Context: an optimization exercise on an open-source flow, tuned for small area, a short achievable clock period and few clock cycles. The choices shown serve that exercise and are no tape-out recipe.
RTL that was checked went through simulation tests only; none was proved equivalent to the original.
Power is estimated from default activity; no workload was simulated. No driver is modelled on the clock port, so clocking that relies on it looks cheaper here than on a real chip.

==> run a <==
// emem_ctrl
module emem_ctrl #(
  parameter int NUM_BANKS = emem_pkg::num_banks
) (
  input  logic          wr_clk,
  input  logic          reset,
  input  logic          em_clear,
  input  logic          rd_start,
  input  logic          wr_start,
  input  logic [247:0]  em_data,
  output logic          rd_busy,
  output logic          wr_busy,
  output logic          rd_done,
  output logic          wr_done,
  output logic          init_load,
  output logic [4:0]    init_index,
  output logic [7:0]    init_data,
  output logic [2:0]    em_bank,
  output logic          em_full
);
  localparam int CNT_W = $clog2(NUM_BANKS + 1);
  logic [NUM_BANKS-1:0] prog_we;
  logic                 wr_accept;
  logic [NUM_BANKS-1:0] bank_sel;
  logic [NUM_BANKS-1:0] rd_bank;
  logic [emem_pkg::data_bytes-1:0] rd_byte;
  logic [7:0]           rd_data;
  logic [NUM_BANKS-1:0] lead;
  emem_program #(
    .NUM_BANKS   (NUM_BANKS)
  ) u_program (
    .wr_clk      (wr_clk),
    .reset       (reset),
    .wr_start    (wr_start),
    .rd_start    (rd_start),
    .rd_busy     (rd_busy),
    .bank_sel    (bank_sel),
    .prog_we     (prog_we),
    .wr_accept   (wr_accept),
    .wr_busy     (wr_busy),
    .wr_done     (wr_done)
  );
  emem_array #(
    .NUM_BANKS   (NUM_BANKS)
  ) u_array (
    .wr_clk      (wr_clk),
    .em_clear    (em_clear),
    .prog_we     (prog_we),
    .prog_data   (em_data),
    .rd_bank     (rd_bank),
    .rd_byte     (rd_byte),
    .rd_data     (rd_data),
    .lead        (lead)
  );
  emem_restore #(
    .NUM_BANKS   (NUM_BANKS),
    .CNT_W       (CNT_W)
  ) u_restore (
    .wr_clk      (wr_clk),
    .reset       (reset),
    .rd_start    (rd_start),
    .wr_busy     (wr_busy),
  ...
==> module emem_array, before the edit <==
module emem_array #(
  parameter int NUM_BANKS = emem_pkg::num_banks
) (
  input  logic                                   wr_clk,
  input  logic                                   em_clear,
  input  logic [NUM_BANKS-1:0]                   prog_we,
  input  logic [emem_pkg::data_bytes*8-1:0]      prog_data,
  input  logic [NUM_BANKS-1:0]                   rd_bank,
  input  logic [emem_pkg::data_bytes-1:0]        rd_byte,
  output logic [7:0]                             rd_data,
  output logic [NUM_BANKS-1:0]                   lead
);
  localparam int NBYTES = emem_pkg::data_bytes;
  localparam int W      = NBYTES * 8;
  logic [W-1:0]           cells [NUM_BANKS];
  logic [NUM_BANKS-1:0]   mark_erased;
  logic                   clear_q;
  always_ff @(posedge wr_clk)
  begin
    clear_q <= em_clear;
  end
  always_ff @(posedge wr_clk)
  begin
    for (int b = 0; b < NUM_BANKS; b++)
    begin
      cells[b]       <= (cells[b] | {W{clear_q}}) & (prog_data | {W{!prog_we[b]}});
      mark_erased[b] <= (mark_erased[b] | clear_q) & !prog_we[b];
    end
  end
  always_comb
  begin
    for (int b = 0; b < NUM_BANKS; b++)
    begin
      lead[b] = !clear_q && !em_clear;
      for (int k = 0; k <= b; k++)
        lead[b] = lead[b] && !mark_erased[k];
      if (b + 1 < NUM_BANKS)
        lead[b] = lead[b] && mark_erased[b+1];
    end
  end
  logic [7:0] bank_data [NUM_BANKS];
  always_comb
  begin
    for (int b = 0; b < NUM_BANKS; b++)
    begin
      bank_data[b] = '0;
      for (int j = 0; j < NBYTES; j++)
        bank_data[b] = bank_data[b] | ({8{rd_byte[j]}} & cells[b][j*8 +: 8]);
    end
    rd_data = '0;
    for (int b = 0; b < NUM_BANKS; b++)
      rd_data = rd_data | ({8{rd_bank[b]}} & bank_data[b]);
  end
endmodule
==> module emem_restore, before the edit <==
module emem_restore #(
  parameter int NUM_BANKS = emem_pkg::num_banks,
  parameter int CNT_W = $clog2(NUM_BANKS + 1)
) (
  input  logic                   wr_clk,
  input  logic                   reset,
  input  logic                   rd_start,
  input  logic                   wr_busy,
  input  logic                   wr_accept,
  input  logic [NUM_BANKS-1:0]   lead,
  input  logic [7:0]             rd_data,
  output logic [NUM_BANKS-1:0]   rd_bank,
  output logic [emem_pkg::data_bytes-1:0] rd_byte,
  output logic [NUM_BANKS-1:0]   bank_sel,
  output logic                   rd_busy,
  output logic                   rd_done,
  output logic                   init_load,
  output logic [4:0]             init_index,
  output logic [7:0]             init_data,
  output logic [CNT_W-1:0]       em_bank,
  output logic                   em_full
);
  logic              rd_accept;
  logic              found;
  logic [CNT_W-1:0]  lead_cnt;
  logic [CNT_W-1:0]  bank_count;
  logic [CNT_W-1:0]  count_next;
  logic              busy_next;
  logic              load_next;
  logic              done_next;
  assign rd_accept = rd_start && !rd_busy && !wr_busy;
  always_ff @(posedge wr_clk)
  begin
    rd_bank <= lead;
  end
  assign found = |rd_bank;
  always_comb
  begin
    lead_cnt = '0;
    for (int b = 0; b < NUM_BANKS; b++)
      if (rd_bank[b])
        lead_cnt = CNT_W'(b + 1);
  end
  always_comb
  begin
    count_next = bank_count;
    if (rd_accept)
      count_next = lead_cnt;
    else if (wr_accept && (bank_count != CNT_W'(NUM_BANKS)))
      count_next = bank_count + CNT_W'(1);
  end
  assign busy_next = rd_accept || (rd_busy && !rd_done);
  assign load_next = (rd_accept && found) || (init_load && !rd_done);
  assign done_next = (rd_accept && !found) || (init_load && rd_byte[emem_pkg::data_bytes-1]);
  always_ff @(posedge wr_clk or negedge reset)
  begin
    if (!reset)
    begin
      bank_count <= '0;
      bank_sel   <= '0;
      rd_busy    <= 1'b0;
      rd_done    <= 1'b0;
      init_load  <= 1'b0;
    end
    else
    begin
      bank_count <= count_next;
      for (int b = 0; b < NUM_BANKS; b++)
        bank_sel[b] <= !busy_next && !wr_accept && (count_next == CNT_W'(b));
      rd_busy    <= busy_next;
      rd_done    <= done_next;
      init_load  <= load_next;
    end
  end
  always_ff @(posedge wr_clk)
  begin
    rd_byte   <= load_next ? {rd_byte[emem_pkg::data_bytes-2:0], 1'b0} :
                             emem_pkg::data_bytes'(1);
    init_index <= init_load ? init_index + 5'd1 : 5'd0;
    init_data <= rd_data;
  end
  assign em_bank    = bank_count;
  assign em_full    = bank_count[CNT_W-1];
endmodule
==> flow/config.mk <==
export PLATFORM = sky130hd
export DESIGN_NAME = emem_ctrl
export DESIGN_NICKNAME = emem_ctrl
export VERILOG_FILES = /design/flow/design.v
export SDC_FILE = /design/flow/constraint.sdc
export NUM_CORES = 4
export LEC_CHECK = 0
export CAP_MARGIN = 20
export CORE_MARGIN = 2
export CORE_UTILIZATION = 50
export PLACE_DENSITY = 0.65
export SETUP_SLACK_MARGIN = 5
export SLEW_MARGIN = 20
export TNS_END_PERCENT = 100
==> flow/constraint.sdc <==
create_clock -name core_clock -period 8.0 [get_ports {wr_clk}]
set_input_delay 1.6000 -clock core_clock [delete_from_list [all_inputs] [get_ports {wr_clk}]]
set_output_delay 1.6000 -clock core_clock [all_outputs]
set_load 0.01 [all_outputs]
standard.sh (not shown) runs the stock make flow with config.mk's settings and CLKGATE_MAP_FILE= SYNTH_SCRIPT=/design/flow/synth_recipe.tcl, a recipe that flattens the netlist after the stock synthesis.
==> flow/flow/run.sh <==
#!/bin/bash
set -euo pipefail
bash standard.sh \
  SETUP_SLACK_MARGIN=5.42 \
  TNS_END_PERCENT=100 \
  "BUFFER_PORTS_ARGS=-buffer_cell sky130_fd_sc_hd__buf_1" \
  "CTS_ARGS=-sink_clustering_enable -repair_clock_nets -dont_use_dummy_load -sink_clustering_size 27 -sink_clustering_max_diameter 150" \
  finish > flow.log 2>&1
==> run b: changes against run a <==
--- a/flow/design.v
+++ b/flow/design.v
@@ -77,16 +77,10 @@
     end
   end
-  logic [7:0] bank_data [NUM_BANKS];
-  always_comb
-  begin
-    for (int b = 0; b < NUM_BANKS; b++)
-    begin
-      bank_data[b] = '0;
+  always_comb
+  begin
+    rd_data = '0;
+    for (int b = 0; b < NUM_BANKS; b++)
       for (int j = 0; j < NBYTES; j++)
-        bank_data[b] = bank_data[b] | ({8{rd_byte[j]}} & cells[b][j*8 +: 8]);
-    end
-    rd_data = '0;
-    for (int b = 0; b < NUM_BANKS; b++)
-      rd_data = rd_data | ({8{rd_bank[b]}} & bank_data[b]);
+        rd_data = rd_data | ({8{rd_bank[b] & rd_byte[j]}} & cells[b][j*8 +: 8]);
   end
 endmodule
@@ -114,4 +108,5 @@
   output logic                   em_full
 );
+  localparam logic [4:0] LAST_IDX = 5'(emem_pkg::data_bytes - 1);
   logic              rd_accept;
   logic              found;
@@ -145,5 +140,5 @@
   assign busy_next = rd_accept || (rd_busy && !rd_done);
   assign load_next = (rd_accept && found) || (init_load && !rd_done);
-  assign done_next = (rd_accept && !found) || (init_load && rd_byte[emem_pkg::data_bytes-1]);
+  assign done_next = (rd_accept && !found) || (init_load && rd_byte[LAST_IDX]);
   always_ff @(posedge wr_clk or negedge reset)
   begin
==> flow/flow/run.sh (replaced) <==
#!/bin/bash
set -euo pipefail
bash standard.sh \
  SETUP_SLACK_MARGIN=5.5 \
  TNS_END_PERCENT=100 \
  "BUFFER_PORTS_ARGS=-buffer_cell sky130_fd_sc_hd__buf_1" \
  "CTS_ARGS=-sink_clustering_enable -repair_clock_nets -dont_use_dummy_load" \
  finish > flow.log 2>&1
==> run c: changes against run a <==
--- a/flow/design.v
+++ b/flow/design.v
@@ -77,16 +77,10 @@
     end
   end
-  logic [7:0] bank_data [NUM_BANKS];
-  always_comb
-  begin
-    for (int b = 0; b < NUM_BANKS; b++)
-    begin
-      bank_data[b] = '0;
+  always_comb
+  begin
+    rd_data = '0;
+    for (int b = 0; b < NUM_BANKS; b++)
       for (int j = 0; j < NBYTES; j++)
-        bank_data[b] = bank_data[b] | ({8{rd_byte[j]}} & cells[b][j*8 +: 8]);
-    end
-    rd_data = '0;
-    for (int b = 0; b < NUM_BANKS; b++)
-      rd_data = rd_data | ({8{rd_bank[b]}} & bank_data[b]);
+        rd_data = rd_data | ({8{rd_bank[b] & rd_byte[j]}} & cells[b][j*8 +: 8]);
   end
 endmodule
@@ -114,4 +108,5 @@
   output logic                   em_full
 );
+  localparam logic [4:0] LAST_IDX = 5'(emem_pkg::data_bytes - 1);
   logic              rd_accept;
   logic              found;
@@ -145,5 +140,5 @@
   assign busy_next = rd_accept || (rd_busy && !rd_done);
   assign load_next = (rd_accept && found) || (init_load && !rd_done);
-  assign done_next = (rd_accept && !found) || (init_load && rd_byte[emem_pkg::data_bytes-1]);
+  assign done_next = (rd_accept && !found) || (init_load && rd_byte[LAST_IDX]);
   always_ff @(posedge wr_clk or negedge reset)
   begin
==> flow/flow/run.sh (replaced) <==
#!/bin/bash
set -euo pipefail
bash standard.sh \
  SETUP_SLACK_MARGIN=5.5 \
  TNS_END_PERCENT=100 \
  "BUFFER_PORTS_ARGS=-buffer_cell sky130_fd_sc_hd__buf_1" \
  "CTS_ARGS=-sink_clustering_enable -repair_clock_nets -dont_use_dummy_load -sink_clustering_size 30 -sink_clustering_max_diameter 150" \
  finish > flow.log 2>&1
==> summary of the runs <==
Global-route usage, highest first: run b, run c, run a.
In flip-flop and latch count, run a and run c do not differ.
Against run a, the area after synthesis of run b is higher by 1.0%.
The highest routed wire length belongs to run c, the lowest to run a.
Utilization, highest first: run b, run a, run c.
Run b produced a clean layout. Run c produced a clean layout. Run a finished with timing, DRC and antenna clean.
Against run c, the combinational power of run b is lower by about 2%.
Sequential share of layout area, highest first: run c, run a, run b.
The lowest worst setup slack belongs to run a, the highest to run b.
Critical path depth is the same in run c and run b.
In run b the synthesized cell count is higher than in run a, by about 3%.
==> figures <==
FF-to-FF path depth: run a 5; run b 7; run c 6
Width of the chip: run a 275.2 um; run b 276.6 um; run c 276.6 um
Routed met2 length: run a 72.05 mm; run b 73.57 mm; run c 74.47 mm
Result of the run: run a no timing/DRC/antenna violations; run b no timing/DRC/antenna violations; run c no timing/DRC/antenna violations
Repair and plain buffers: run a 401; run b 371; run c 373
Switching portion of total power: run a 23.31%; run b 22.44%; run c 23.55%
Synthesized netlist net count: run a 3369; run b 3460; run c 3460
Post-placement setup slack: run a 3790 ps; run b 3522 ps; run c 3522 ps
Final core utilization: run a 56.35%; run b 57.99%; run c 55.85%
Largest net degree at the start of global routing: run a 240; run b 238; run c 238
Worst clock skew on the final layout: run a 67.14 ps; run b 47.17 ps; run c 77.45 ps
Post-Layout Inst Area: run a 41040 um^2; run b 42450 um^2; run c 40890 um^2
Number of search-and-repair iterations in the first detailed-routing pass: run a 7; run b 8; run c 8
Fill count: run a 6249; run b 6103; run c 6285
Core outline area: run a 72830 um^2; run b 73210 um^2; run c 73210 um^2
Total Routing Usage GR: run a 41.64%; run b 42.80%; run c 42.41%
Die area: run a 75710 um^2; run b 76480 um^2; run c 76480 um^2
Final worst-path cycle share: run a 35.31%; run b 34.73%; run c 34.73%
Post-Synthesis Cell Area: run a 36760 um^2; run b 37140 um^2; run c 37140 um^2
Xor and xnor area share after synthesis: run a 0.1429%; run b 0.1179%; run c 0.1179%
Number of cells upsized or downsized after cts: run a 72; run b 94; run c 91
Share of synthesized area spent on multiplexers: run a 0%; run b 0.02695%; run c 0.02695%
Testbench counts of run a, summed over its fixed seeds: cycles 9,354.
The RTL of run b and run c was laid out without a check of its function.

==> what the ideal ports hide <==
No port has a modelled driver above. Below, the same layouts with a new extraction and two added sets of constraints.
Step 1: set_driving_cell puts a clkbuf_16 on wr_clk and a buf_2 on each other input, an assumption about the parent block.
Step 2 also shifts input and output timing later by t, the mid clock arrival at the registers, as if the neighbouring blocks saw the same clock.
Three values: ideal, step 1, step 2; two values: the first two.
run	t (ns)	setup slack, ns	hold slack, ns	worst setup path after step 2	cell pins on the clock port's net
run a	0.693	5.176 / 5.099 / 4.694	0.455 / 0.455 / 0.455	input to register	1
run b	0.726	5.222 / 5.151 / 4.856	0.454 / 0.454 / 0.454	input to register	1
run c	0.679	5.222 / 5.150 / 4.767	0.465 / 0.465 / 0.465	input to register	1
After both steps setup and hold are still met in every run listed. For run a, which loses most, drivers alone change the setup slack by -0.077 ns; drivers and shift together by -0.482 ns.
